This design comes from an exercise in tuning for small area on the open sky130 flow, not from production work.
The RTL was checked by simulation tests, not by an equivalence proof against the original design.
Power and IR drop assume default switching activity.

==> run a: inputs <==
==> flow/design.v <==
module regfile_sb #(
  parameter int unsigned XLEN     = 32,
  parameter int unsigned NREG     = 32,
  parameter int unsigned SP_IDX   = 2,
  parameter logic [31:0] SP_RESET = 32'h7FFFEFFC,
  parameter bit          BYPASS   = 1'b1,
  localparam int unsigned AW      = $clog2(NREG),
  localparam int unsigned CW      = AW + 1
) (
  input  logic            clk,
  input  logic            rst,
  input  logic [AW-1:0]   A1,
  input  logic [AW-1:0]   A2,
  output logic [XLEN-1:0] RD1,
  output logic [XLEN-1:0] RD2,
  input  logic            WE,
  input  logic [AW-1:0]   A3,
  input  logic [XLEN-1:0] WD3,
  input  logic            ISS_V,
  input  logic [AW-1:0]   ISS_RD,
  output logic            BUSY1,
  output logic            BUSY2,
  output logic            HAZARD,
  output logic [CW-1:0]   PEND_CNT
);
  localparam logic [XLEN-1:0] SP_RST = XLEN'(SP_RESET);
  logic [XLEN-1:0] mem [NREG];
  logic [NREG-1:0] wsel;      
  logic [NREG-1:0] vld;       
  logic [NREG-1:0] busy;
  logic [NREG-1:0] busy_nxt;
  logic [CW-1:0]   pend_nxt;
  logic            wr_v;
  logic            set_v;
  logic            set_new;
  logic            clr_real;
  logic            fwd1;
  logic            fwd2;
  assign wr_v  = WE && (A3 != '0);
  assign set_v = ISS_V && (ISS_RD != '0);
  always_comb begin
    for (int unsigned i = 0; i < NREG; i++) begin
      wsel[i] = wr_v && (A3 == AW'(i));
    end
  end
  logic [NREG-1:0] wsel_n;
  assign wsel_n = ~wsel;
  assign mem[0] = '0;
  assign vld[0] = 1'b0;
  for (genvar i = 1; i < NREG; i++) begin : g_reg
    logic [XLEN-1:0] mem_d;
    for (genvar b = 0; b < XLEN; b++) begin : g_bit
      rf_hold u_hold (.q(mem[i][b]), .w(WD3[b]), .e(wsel[i]), .ne(wsel_n[i]), .d(mem_d[b]));
    end
    always_ff @(posedge clk) begin
      mem[i] <= mem_d;
    end
    always_ff @(posedge clk or negedge rst) begin
      if (!rst) begin
        vld[i] <= 1'b0;
      end else if (wsel[i]) begin
        vld[i] <= 1'b1;
      end
    end
  end
  logic [NREG-1:0] busy_w;
  logic [NREG-1:0] set_sel;
  logic            bw1, bw2, bwi, b3;
  always_comb begin
    for (int unsigned i = 0; i < NREG; i++) begin
      set_sel[i] = set_v && (ISS_RD == AW'(i));
    end
    busy_w   = busy & ~wsel;
    busy_nxt    = busy_w | set_sel;
    busy_nxt[0] = 1'b0;
    bw1      = busy_w[A1];
    bw2      = busy_w[A2];
    bwi      = busy_w[ISS_RD];
    b3       = busy[A3];
    set_new  = set_v && !bwi;
    clr_real = wr_v && b3;
    pend_nxt = PEND_CNT + CW'(set_new) - CW'(clr_real);
  end
  always_ff @(posedge clk or negedge rst) begin
    if (!rst) begin
      busy     <= '0;
      PEND_CNT <= '0;
    end else begin
      busy     <= busy_nxt;
      PEND_CNT <= pend_nxt;
    end
  end
  always_comb begin
    fwd1 = BYPASS && wr_v && (A3 == A1);
    fwd2 = BYPASS && wr_v && (A3 == A2);
  end
  logic [NREG-1:0] rs1, rs2, vld_w;
  logic            sp1, sp2, sp_w;
  always_comb begin
    vld_w = vld & ~wsel;
    sp_w  = !vld[SP_IDX] && !wsel[SP_IDX];
    for (int unsigned i = 0; i < NREG; i++) begin
      rs1[i] = (A1 == AW'(i)) && vld_w[i];
      rs2[i] = (A2 == AW'(i)) && vld_w[i];
    end
    sp1 = (A1 == AW'(SP_IDX)) && sp_w;
    sp2 = (A2 == AW'(SP_IDX)) && sp_w;
  end
  for (genvar b = 0; b < XLEN; b++) begin : g_rd
    logic [NREG-1:0] col;
    for (genvar i = 1; i < NREG; i++) begin : g_col
      assign col[i] = mem[i][b];
    end
    assign col[0] = WD3[b];
    if (SP_RST[b]) begin : g_sp
      rf_orsel #(.N(NREG), .HAS_C(1)) u_rd1 (.d(col), .s({rs1[NREG-1:1], fwd1}), .c(sp1), .y(RD1[b]));
      rf_orsel #(.N(NREG), .HAS_C(1)) u_rd2 (.d(col), .s({rs2[NREG-1:1], fwd2}), .c(sp2), .y(RD2[b]));
    end else begin : g_nsp
      rf_orsel #(.N(NREG), .HAS_C(0)) u_rd1 (.d(col), .s({rs1[NREG-1:1], fwd1}), .c(1'b0), .y(RD1[b]));
      rf_orsel #(.N(NREG), .HAS_C(0)) u_rd2 (.d(col), .s({rs2[NREG-1:1], fwd2}), .c(1'b0), .y(RD2[b]));
    end
  end
  always_comb begin
    BUSY1  = bw1;
    BUSY2  = bw2;
    HAZARD = bw1 || bw2 || (ISS_V && bwi);
  end
endmodule
module rf_orsel #(
  parameter int unsigned N = 32,
  parameter bit          HAS_C = 1'b0,
  localparam int unsigned NG = (N + 2) / 3,
  localparam int unsigned NH = (NG + 3) / 4
) (
  input  logic [N-1:0] d,
  input  logic [N-1:0] s,
  input  logic         c,
  output logic         y
);
  logic [NG-1:0] g;
  logic [NH-1:0] h;
  localparam int unsigned NF = N / 3;            
  localparam bit bool_tail = (N % 3 == 2);
  for (genvar k = 0; k < NF; k++) begin : g_aoi
    rf_aoi222 u (.a(d[3*k +: 3]), .b(s[3*k +: 3]), .y(g[k]));
  end
  for (genvar k = 0; k < NH; k++) begin : g_nand
    if (4*k + 4 <= NF) begin : g4
      rf_nand4 u (.a(g[4*k +: 4]), .y(h[k]));
    end else if (4*k + 3 == NF && !bool_tail) begin : g3
      rf_nand3 u (.a(g[4*k +: 3]), .y(h[k]));
    end else if (4*k + 2 == NF && bool_tail) begin : g2t
      rf_tail u (.g(g[4*k +: 2]), .a(d[N-2 +: 2]), .b(s[N-2 +: 2]), .y(h[k]));
    end
  end
  assign y = (|h) | (HAS_C && c);
endmodule
module rf_aoi222 (
  input  logic [2:0] a,
  input  logic [2:0] b,
  output logic       y
);
  assign y = !((a[0] && b[0]) || (a[1] && b[1]) || (a[2] && b[2]));
endmodule
module rf_hold (
  input  logic q,
  input  logic w,
  input  logic e,
  input  logic ne,
  output logic d
);
  assign d = (q && ne) || (w && e);
endmodule
module rf_tail (
  input  logic [1:0] g,
  input  logic [1:0] a,
  input  logic [1:0] b,
  output logic       y
);
  assign y = !(g[0] && g[1] && !((a[0] && b[0]) || (a[1] && b[1])));
endmodule
module rf_nand4 (
  input  logic [3:0] a,
  output logic       y
);
  assign y = !(&a);
endmodule
module rf_nand3 (
  input  logic [2:0] a,
  output logic       y
);
  assign y = !(&a);
endmodule
==> flow/flow/run.sh <==
#!/bin/bash
# Own layout flow: the standard ORFS flow (standard.sh) with a few extra
# ORFS settings from flow/extra.mk (port buffer cell, clock tree options).
# Each tool's output goes to the ORFS logs under orfs/logs; make's own output
# goes to flow_make.log in the work folder.
set -euo pipefail
W=$PWD
cp config.mk own_config.mk
cat flow/extra.mk >> own_config.mk
sed "s#DESIGN_CONFIG=[^ ]*#DESIGN_CONFIG=$W/own_config.mk#" standard.sh > own_standard.sh
grep -q "DESIGN_CONFIG=$W/own_config.mk" own_standard.sh
bash own_standard.sh > flow_make.log 2>&1
==> flow/flow/extra.mk <==
export BUFFER_PORTS_ARGS = -buffer_cell sky130_fd_sc_hd__buf_1
export CTS_ARGS = -sink_clustering_enable -repair_clock_nets -dont_use_dummy_load -buf_list {sky130_fd_sc_hd__clkbuf_4} -root_buf sky130_fd_sc_hd__clkbuf_16 -sink_clustering_size 9 -sink_clustering_max_diameter 50
==> flow/standard.sh <==
#!/bin/bash
# synth_recipe.tcl (not shown) runs the flow's synth.tcl, then flattens the netlist and writes it again
# the make line also repeats each setting of config.mk as NAME=value (left out here)
make -C /OpenROAD-flow-scripts/flow DESIGN_CONFIG=/design/flow/config.mk WORK_HOME=/design/flow/orfs CLKGATE_MAP_FILE= SYNTH_SCRIPT=/design/flow/synth_recipe.tcl "${@:-finish}"
==> flow/config.mk <==
export PLATFORM = sky130hd
export DESIGN_NAME = regfile_sb
export DESIGN_NICKNAME = regfile_sb
export VERILOG_FILES = /design/flow/design.v
export SDC_FILE = /design/flow/constraint.sdc
export NUM_CORES = 4
export LEC_CHECK = 0
export CAP_MARGIN = 20
export CORE_MARGIN = 2
export CORE_UTILIZATION = 40
export SLEW_MARGIN = 20
export SYNTH_HIERARCHICAL = 1
export SYNTH_MINIMUM_KEEP_SIZE = 0
==> flow/constraint.sdc <==
create_clock -name core_clock -period 10.0 [get_ports {clk}]
set_input_delay 2.0000 -clock core_clock [delete_from_list [all_inputs] [get_ports {clk}]]
set_output_delay 2.0000 -clock core_clock [all_outputs]
set_load 0.01 [all_outputs]
==> inputs of run b, as changes to run a <==
==> flow/design.v (replaced) <==
module regfile_sb #(
  parameter int unsigned XLEN     = 32,
  parameter int unsigned NREG     = 32,
  parameter int unsigned SP_IDX   = 2,
  parameter logic [31:0] SP_RESET = 32'h7FFFEFFC,
  parameter bit          BYPASS   = 1'b1,
  localparam int unsigned AW      = $clog2(NREG),
  localparam int unsigned CW      = AW + 1
) (
  input  logic            clk,
  input  logic            rst,
  input  logic [AW-1:0]   A1,
  input  logic [AW-1:0]   A2,
  output logic [XLEN-1:0] RD1,
  output logic [XLEN-1:0] RD2,
  input  logic            WE,
  input  logic [AW-1:0]   A3,
  input  logic [XLEN-1:0] WD3,
  input  logic            ISS_V,
  input  logic [AW-1:0]   ISS_RD,
  output logic            BUSY1,
  output logic            BUSY2,
  output logic            HAZARD,
  output logic [CW-1:0]   PEND_CNT
);
  localparam logic [XLEN-1:0] SP_RST = XLEN'(SP_RESET);
  logic [XLEN-1:0] mem [NREG];
  logic [NREG-1:0] busy;
  logic [NREG-1:0] busy_nxt;
  logic [CW-1:0]   pend_nxt;
  logic            wr_v;
  logic            set_v;
  logic            set_new;
  logic            clr_real;
  logic            fwd1;
  logic            fwd2;
  logic            fwd_i;
  assign wr_v  = WE && (A3 != '0);
  assign set_v = ISS_V && (ISS_RD != '0);
  always_ff @(posedge clk or negedge rst) begin
    if (!rst) begin
      for (int unsigned i = 0; i < NREG; i++) begin
        mem[i] <= (i == SP_IDX) ? SP_RST : '0;
      end
    end else if (wr_v) begin
      mem[A3] <= WD3;
    end
  end
  always_comb begin
    busy_nxt = busy;
    set_new  = set_v && !busy[ISS_RD];
    clr_real = wr_v && busy[A3] && !(set_v && (ISS_RD == A3));
    if (wr_v) begin
      busy_nxt[A3] = 1'b0;
    end
    if (set_v) begin
      busy_nxt[ISS_RD] = 1'b1;
    end
    busy_nxt[0] = 1'b0;
    pend_nxt = PEND_CNT + CW'(set_new) - CW'(clr_real);
  end
  always_ff @(posedge clk or negedge rst) begin
    if (!rst) begin
      busy     <= '0;
      PEND_CNT <= '0;
    end else begin
      busy     <= busy_nxt;
      PEND_CNT <= pend_nxt;
    end
  end
  always_comb begin
    fwd1  = BYPASS && wr_v && (A3 == A1);
    fwd2  = BYPASS && wr_v && (A3 == A2);
    fwd_i = BYPASS && wr_v && (A3 == ISS_RD);
  end
  always_comb begin
    RD1 = '0;
    RD2 = '0;
    if (A1 != '0) begin
      RD1 = fwd1 ? WD3 : mem[A1];
    end
    if (A2 != '0) begin
      RD2 = fwd2 ? WD3 : mem[A2];
    end
  end
  always_comb begin
    BUSY1  = busy[A1] && !fwd1;
    BUSY2  = busy[A2] && !fwd2;
    HAZARD = BUSY1 || BUSY2 || (ISS_V && busy[ISS_RD] && !fwd_i);
  end
endmodule
==> flow/run.sh (new file) <==
#!/bin/bash
# synth_recipe.tcl (not shown) runs the flow's synth.tcl, then flattens the netlist and writes it again
# the make line also repeats each setting of config.mk as NAME=value (left out here)
make -C /OpenROAD-flow-scripts/flow DESIGN_CONFIG=/design/flow/config.mk WORK_HOME=/design/flow/orfs CLKGATE_MAP_FILE= SYNTH_SCRIPT=/design/flow/synth_recipe.tcl finish
Settings changed: SYNTH_HIERARCHICAL 1 to default, SYNTH_MINIMUM_KEEP_SIZE 0 to default.
removed: flow/flow/run.sh
removed: flow/flow/extra.mk
removed: flow/standard.sh
==> inputs of run c, as changes to run a <==
==> flow/flow/extra.mk (replaced) <==
export BUFFER_PORTS_ARGS = -buffer_cell sky130_fd_sc_hd__buf_1
export CTS_ARGS = -sink_clustering_enable -repair_clock_nets -dont_use_dummy_load -buf_list {sky130_fd_sc_hd__clkbuf_4} -root_buf sky130_fd_sc_hd__clkbuf_16 -sink_clustering_size 10 -sink_clustering_max_diameter 50
export RECOVER_POWER = 100
==> qor summary <==
| item | run c | run b | run a |
|---|---|---|---|
| Combinational logic power | 1660 uW | 2060 uW | 1660 uW |
| Leakage | 0.0174 uW | 0.0268 uW | 0.0177 uW |
| Crit. path cell count | 12 | 9 | 12 |
| Routed wl met3 | 29000 um | 44300 um | 29000 um |
| Number of CTS-inserted buffers | 132 | 111 | 142 |
| Dominant kind of cell | registers | multi-input gates | registers |
| Clock network area share | 2.17% | 6.14% | 2.31% |
| Total Power Consumption | 9510 uW | 12300 uW | 9570 uW |
| Worst setup skew after layout | 0.0424 ns | 0.0106 ns | 0.0435 ns |
| Clock edge transition at the registers on the reported setup and hold paths | 0.10 ns | 0.06 ns | 0.07 ns |
| Net total in the final layout | 4001 | 4630 | 4011 |
| Vias in the first global route | 40.1k | 45.5k | 40.2k |
| Routed wirelength normalized by instance count | 37.2 um | 42.0 um | 37.3 um |
| Detailed router's first-iteration violation count | 9413 | 9363 | 9641 |
| Non-clock inverters | 46 | 26 | 46 |
| Reg-to-reg slack, setup | 6.60 ns | 6.67 ns | 6.68 ns |
| NonClk Buf Share | 3.35% | 4.84% | 3.72% |
| Effective utilization at floorplan | 40.5% | 40.3% | 40.5% |
| Reg2reg path depth | 12 | 11 | 12 |
| Result of the run | complete, but fails checks | no timing/DRC/antenna violations | no timing/DRC/antenna violations |
| Layout check failures | max-capacitance violations, max-slew violations | - | - |
| Floorplan die width | 328 um | 370 um | 328 um |
| Max Clock Freq | 110 MHz | 113 MHz | 121 MHz |

port drivers added, routing unchanged:
The flow's constraints put no driver on any port. The routed layouts listed below were extracted and timed again, unchanged, in two steps. Step 1, drivers: a clkbuf_16 drives clk and a buf_2 each remaining input, both assumed. Step 2 adds t to the input delays and takes it off the output delays; t is the mean of the earliest and latest rising clock arrival at the registers after step 1. Input paths then give back, and output paths get back, about the clock's delay inside the block. Slacks: no drivers / after step 1 / after step 2; pairs: no drivers / after step 1.
run	shift t [ns]	setup slack, ns	hold WS [ns]	worst setup path after step 2
run a	0.780	1.726 / 1.704 / 1.704	0.472 / 0.472 / 0.472	input to output
run b	0.825	1.115 / 1.077 / 1.077	0.519 / 0.519 / 0.519	input to output
run c	0.796	0.883 / 0.861 / 0.861	0.475 / 0.475 / 0.475	input to output
For run b, which loses most, drivers alone change the setup slack by -0.038 ns; drivers and shift together by -0.038 ns.
